This design comes from an exercise in tuning for small area, a short achievable clock period and few clock cycles per item on the open sky130 flow, not from production work.
Only simulation tests tie the RTL to the original design; equivalence was not proved.
No activity file was given, so power comes from the tool's default toggle rates.

Design assembly_source_tokenizer_top, start of the top module:
module assembly_source_tokenizer_top (
  input  logic               clk_i,
  input  logic               rst_ni,
  input  logic               in_valid_i,
  output logic               in_ready_o,
  input  logic [8:0]         in_data_i,    
  output logic               out_valid_o,
  input  logic               out_ready_i,
  output logic [71:0]        out_data_o    
);
clock: 8.0 ns
lec_check: 0
cap_margin: 20
core_margin: 2
core_utilization: 25
place_density: 0.5
slew_margin: 20
standard.sh (not shown) runs the stock make flow with config.mk's settings and CLKGATE_MAP_FILE= SYNTH_SCRIPT=/design/flow/synth_recipe.tcl, a recipe that flattens the netlist after the stock synthesis.
==> flow/flow/run.sh <==
#!/bin/bash
set -euo pipefail
W=$(pwd)
make -C "$FLOW_HOME" DESIGN_CONFIG="$FLOW_CONFIG" WORK_HOME="$W/orfs" CLKGATE_MAP_FILE= \
  SYNTH_SCRIPT="$W/synth_recipe.tcl" CAP_MARGIN=20 CORE_MARGIN=2 CORE_UTILIZATION=25 \
  PLACE_DENSITY=0.5 SLEW_MARGIN=20 SETUP_SLACK_MARGIN=${MARGIN:-5.5} finish > "$W/make.log" 2>&1
: # left out here: write the final layout as DEF
Testbench counts at the start, summed over its fixed seeds: cycles 45,176, bytes 43,768.
Change:
==> flow/flow/run.sh (replaced) <==
#!/bin/bash
# ORFS layout as the standard flow, with single-strength port buffers.
set -euo pipefail
W=$(pwd)
export BUFFER_PORTS_ARGS="-buffer_cell sky130_fd_sc_hd__buf_1"
make -C "$FLOW_HOME" DESIGN_CONFIG="$FLOW_CONFIG" WORK_HOME="$W/orfs" CLKGATE_MAP_FILE= \
  SYNTH_SCRIPT="$W/synth_recipe.tcl" CAP_MARGIN=20 CORE_MARGIN=2 CORE_UTILIZATION=25 \
  PLACE_DENSITY=0.5 SLEW_MARGIN=20 SETUP_SLACK_MARGIN=5 finish > "$W/make.log" 2>&1
: # left out here: write the final layout as DEF
Settings changed: SETUP_SLACK_MARGIN set to 5.
Fmax stays flat.
Setup slack degrades by 0.0053 ns.
First-iteration DRC count drops by 5.7%.
Register-to-register slack gains 0.03 ns.
Final cell count fell by 6.1%.
Via count goes down by 7.0%.
Final area shrinks by 16%.
Power is lower by 17%.
Hold slack gets better by 0.0042 ns.
Change:
Settings changed: CTS_BUF_LIST set to sky130_fd_sc_hd__clkbuf_8.
After rerunning:
- The changed run finished with timing, DRC and antenna clean
- routed wire length increases by 0.92%
- global-route usage increases by 0.25 points
- sequential share of layout area increases by 0.87 points
- worst hold slack gets better by 0.0045 ns
- cell count is about the same
- count of clock-buffer cells in the layout decreases by 1
Change:
==> flow/run.sh (new file) <==
#!/bin/bash
# synth_recipe.tcl (not shown) runs the flow's synth.tcl, then flattens the netlist and writes it again
# the make line also repeats each setting of config.mk as NAME=value (left out here)
make -C /OpenROAD-flow-scripts/flow DESIGN_CONFIG=/design/flow/config.mk WORK_HOME=/design/flow/orfs CLKGATE_MAP_FILE= SYNTH_SCRIPT=/design/flow/synth_recipe.tcl finish
Settings changed: CTS_BUF_LIST sky130_fd_sc_hd__clkbuf_8 to not set.
removed: flow/flow/run.sh
removed: flow/standard.sh
The changed run finished clean. Total power goes up by roughly a tenth. Synthesized area is unchanged. Clock power came out higher by a quarter to a third. Via count came out higher slightly. Design area increases by roughly a tenth. Register-to-register slack barely changes. Die area stays the same. Clock-buffer cell count stays the same. Cell count is higher slightly.


## v56
assembly_source_tokenizer_top, a different RTL version from the one above (not shown whole).
Size in the first run: roughly 880 cells after synthesis, roughly 130 flip-flops.
## assembly_source_tokenizer_top
module assembly_source_tokenizer_top (
  input  logic               clk_i,
  input  logic               rst_ni,
  input  logic               in_valid_i,
  output logic               in_ready_o,
  input  logic [8:0]         in_data_i,    
  output logic               out_valid_o,
  input  logic               out_ready_i,
  output logic [71:0]        out_data_o    
);
  logic       hv, cons;
  logic [5:0] item;
  ast_in_buf u_buf (
    .clk_i      (clk_i),
    .rst_ni     (rst_ni),
    .in_valid_i (in_valid_i),
    .in_ready_o (in_ready_o),
    .in_data_i  (in_data_i),
    .hv_o       (hv),
    .item_o     (item),
    .cons_i     (cons)
  );
  ast_lexer u_lexer (
    .clk_i       (clk_i),
    .rst_ni      (rst_ni),
    .hv_i        (hv),
    .item_i      (item),
    .cons_o      (cons),
    .out_valid_o (out_valid_o),
    .out_ready_i (out_ready_i),
    .out_data_o  (out_data_o)
  );
endmodule
==> flow/config.mk <==
export PLATFORM = sky130hd
export DESIGN_NAME = assembly_source_tokenizer_top
export DESIGN_NICKNAME = assembly_source_tokenizer_top
export VERILOG_FILES = /design/flow/design.v
export SDC_FILE = /design/flow/constraint.sdc
export NUM_CORES = 4
export LEC_CHECK = 0
export CAP_MARGIN = 20
export CORE_MARGIN = 2
export CORE_UTILIZATION = 25
export CTS_BUF_LIST = sky130_fd_sc_hd__clkbuf_8
export PLACE_DENSITY = 0.5
export SETUP_SLACK_MARGIN = 5
export SLEW_MARGIN = 20
==> flow/constraint.sdc <==
create_clock -name core_clock -period 8.0 [get_ports {clk_i}]
set_input_delay 1.6000 -clock core_clock [delete_from_list [all_inputs] [get_ports {clk_i}]]
set_output_delay 1.6000 -clock core_clock [all_outputs]
set_load 0.01 [all_outputs]
==> flow/flow/run.sh <==
#!/bin/bash
# ORFS layout as the standard flow, with single-strength port buffers.
set -euo pipefail
W=$(pwd)
export BUFFER_PORTS_ARGS="-buffer_cell sky130_fd_sc_hd__buf_1"
make -C "$FLOW_HOME" DESIGN_CONFIG="$FLOW_CONFIG" WORK_HOME="$W/orfs" CLKGATE_MAP_FILE= \
  SYNTH_SCRIPT="$W/synth_recipe.tcl" CAP_MARGIN=20 CORE_MARGIN=2 CORE_UTILIZATION=25 \
  PLACE_DENSITY=0.5 SLEW_MARGIN=20 SETUP_SLACK_MARGIN=5 finish > "$W/make.log" 2>&1
: # left out here: write the final layout as DEF
Testbench counts of v56, summed over its fixed seeds: cycles 45,176, bytes 43,768.
## Diff of input files: v23 against v56
- changing PLACE_DENSITY from 0.5 to 0.65
- changing CORE_UTILIZATION from 25 to 45
==> flow/flow/run.sh <==
#!/bin/bash
# ORFS layout as the standard flow, with single-strength port buffers.
set -euo pipefail
W=$(pwd)
export BUFFER_PORTS_ARGS="-buffer_cell sky130_fd_sc_hd__buf_1"
make -C "$FLOW_HOME" DESIGN_CONFIG="$FLOW_CONFIG" WORK_HOME="$W/orfs" CLKGATE_MAP_FILE= \
  SYNTH_SCRIPT="$W/synth_recipe.tcl" CAP_MARGIN=20 CORE_MARGIN=2 CORE_UTILIZATION=45 \
  PLACE_DENSITY=0.65 SLEW_MARGIN=20 SETUP_SLACK_MARGIN=5 finish > "$W/make.log" 2>&1
: # left out here: write the final layout as DEF
[summary]
v23 vs. v56: per-cell via count in the routed design went up by 0.89.
Compared with v56, v23 shows count of placed standard cells in the final layout, fillers left out lower by 218.
In v23 the fmax turned out about 2% higher than in v56.
On number of global-route vias before repair: between v56 and v23, it ends up lower for v23.
Looking at combinational power share, v23 sits 1.0 points below v56.
> inputs changed (v23 -> v8)
- swapping 0.65 for 0.5 in PLACE_DENSITY
- swapping 45 for 25 in CORE_UTILIZATION
==> flow/flow/run.sh <==
#!/bin/bash
# ORFS layout as the standard flow (same synthesis script and settings), with
# single-strength port buffers and the timing-repair target read from margin.txt.
set -euo pipefail
W=$(pwd)
M=$(cat "$W/flow/margin.txt")
export BUFFER_PORTS_ARGS="-buffer_cell sky130_fd_sc_hd__buf_1"
make -C "$FLOW_HOME" DESIGN_CONFIG="$FLOW_CONFIG" WORK_HOME="$W/orfs" CLKGATE_MAP_FILE= \
  SYNTH_SCRIPT="$W/synth_recipe.tcl" CAP_MARGIN=20 CORE_MARGIN=2 CORE_UTILIZATION=25 \
  PLACE_DENSITY=0.5 SLEW_MARGIN=20 SETUP_SLACK_MARGIN="$M" finish > "$W/make.log" 2>&1
: # left out here: write the final layout as DEF
==> flow/flow/margin.txt (new file) <==
5.4
--- outcome ---
Compared with v23, v8 shows net switching component of the power higher by 0.22 mW.
Comparing v8 and v23, sequential fraction of total cell area is lower on v8.
On v8: global-route wire length before repair is 16% higher than what v23 gave.
[inputs] v9 vs v8
- CTS_CLUSTER_DIAMETER now 100, previously not set
- CTS_CLUSTER_SIZE now 32, previously not set
==> flow/flow/run.sh <==
#!/bin/bash
# ORFS layout as the standard flow, with single-strength port buffers.
set -euo pipefail
W=$(pwd)
export BUFFER_PORTS_ARGS="-buffer_cell sky130_fd_sc_hd__buf_1"
make -C "$FLOW_HOME" DESIGN_CONFIG="$FLOW_CONFIG" WORK_HOME="$W/orfs" CLKGATE_MAP_FILE= \
  SYNTH_SCRIPT="$W/synth_recipe.tcl" CAP_MARGIN=20 CORE_MARGIN=2 CORE_UTILIZATION=25 \
  PLACE_DENSITY=0.5 SLEW_MARGIN=20 SETUP_SLACK_MARGIN=5 finish > "$W/make.log" 2>&1
: # left out here: write the final layout as DEF
removed: flow/flow/margin.txt
[summary]
Clock power in v9 is 11% lower than in v8. Category of the most critical setup path: reg -> reg -> v9, in -> reg -> v8. On peak supply drop, the lower figure sits with v9, not v8. Total half-perimeter wirelength after legalization and detailed placement, v9 and v8, higher one = v8. In v9 the post-route fraction of the period consumed by the critical path turned out 2.2 points higher than in v8.

[afterwards: timing with drivers on the ports]
In the flow no input, the clock included, has a driving cell. The finished layouts below were timed again as built, in two steps. Step 1: set_driving_cell puts a clkbuf_16 on clk_i and a buf_2 on each other input, an assumption about the parent block. Step 2, shift: input delay + t, output delay - t, t = (earliest + latest rising clock arrival at the registers) / 2. This alone moves slack from input paths to output paths. Slacks: no drivers / after step 1 / after step 2; pairs: no drivers / after step 1.
run | t, ns | setup slack, ns | hold slack, ns | worst setup path after step 2
the first run of note 1 | 0.473 | 4.968 / 4.953 / 4.480 | 0.471 / 0.471 / 0.471 | input to register
the second run of note 1 | 0.467 | 4.963 / 4.926 / 4.459 | 0.476 / 0.476 / 0.476 | input to register
the third run of note 1 | 0.495 | 4.988 / 4.946 / 4.450 | 0.480 / 0.480 / 0.480 | input to register
the fourth run of note 1 | 0.472 | 5.015 / 4.978 / 4.510 | 0.475 / 0.475 / 0.475 | input to register
v56 | 0.474 | 5.048 / 5.048 / 4.597 | 0.478 / 0.478 / 0.478 | input to register
v23 | 0.477 | 5.105 / 5.062 / 4.662 | 0.480 / 0.480 / 0.480 | input to register
v8 | 0.480 | 5.222 / 5.200 / 4.719 | 0.481 / 0.481 / 0.481 | input to register
v9 | 0.474 | 5.048 / 5.048 / 4.597 | 0.478 / 0.478 / 0.478 | input to register
After both steps setup and hold are still met in every run listed. The setup slack of the third run of note 1, which loses most, moves by -0.042 ns with the drivers and by -0.538 ns with both steps.
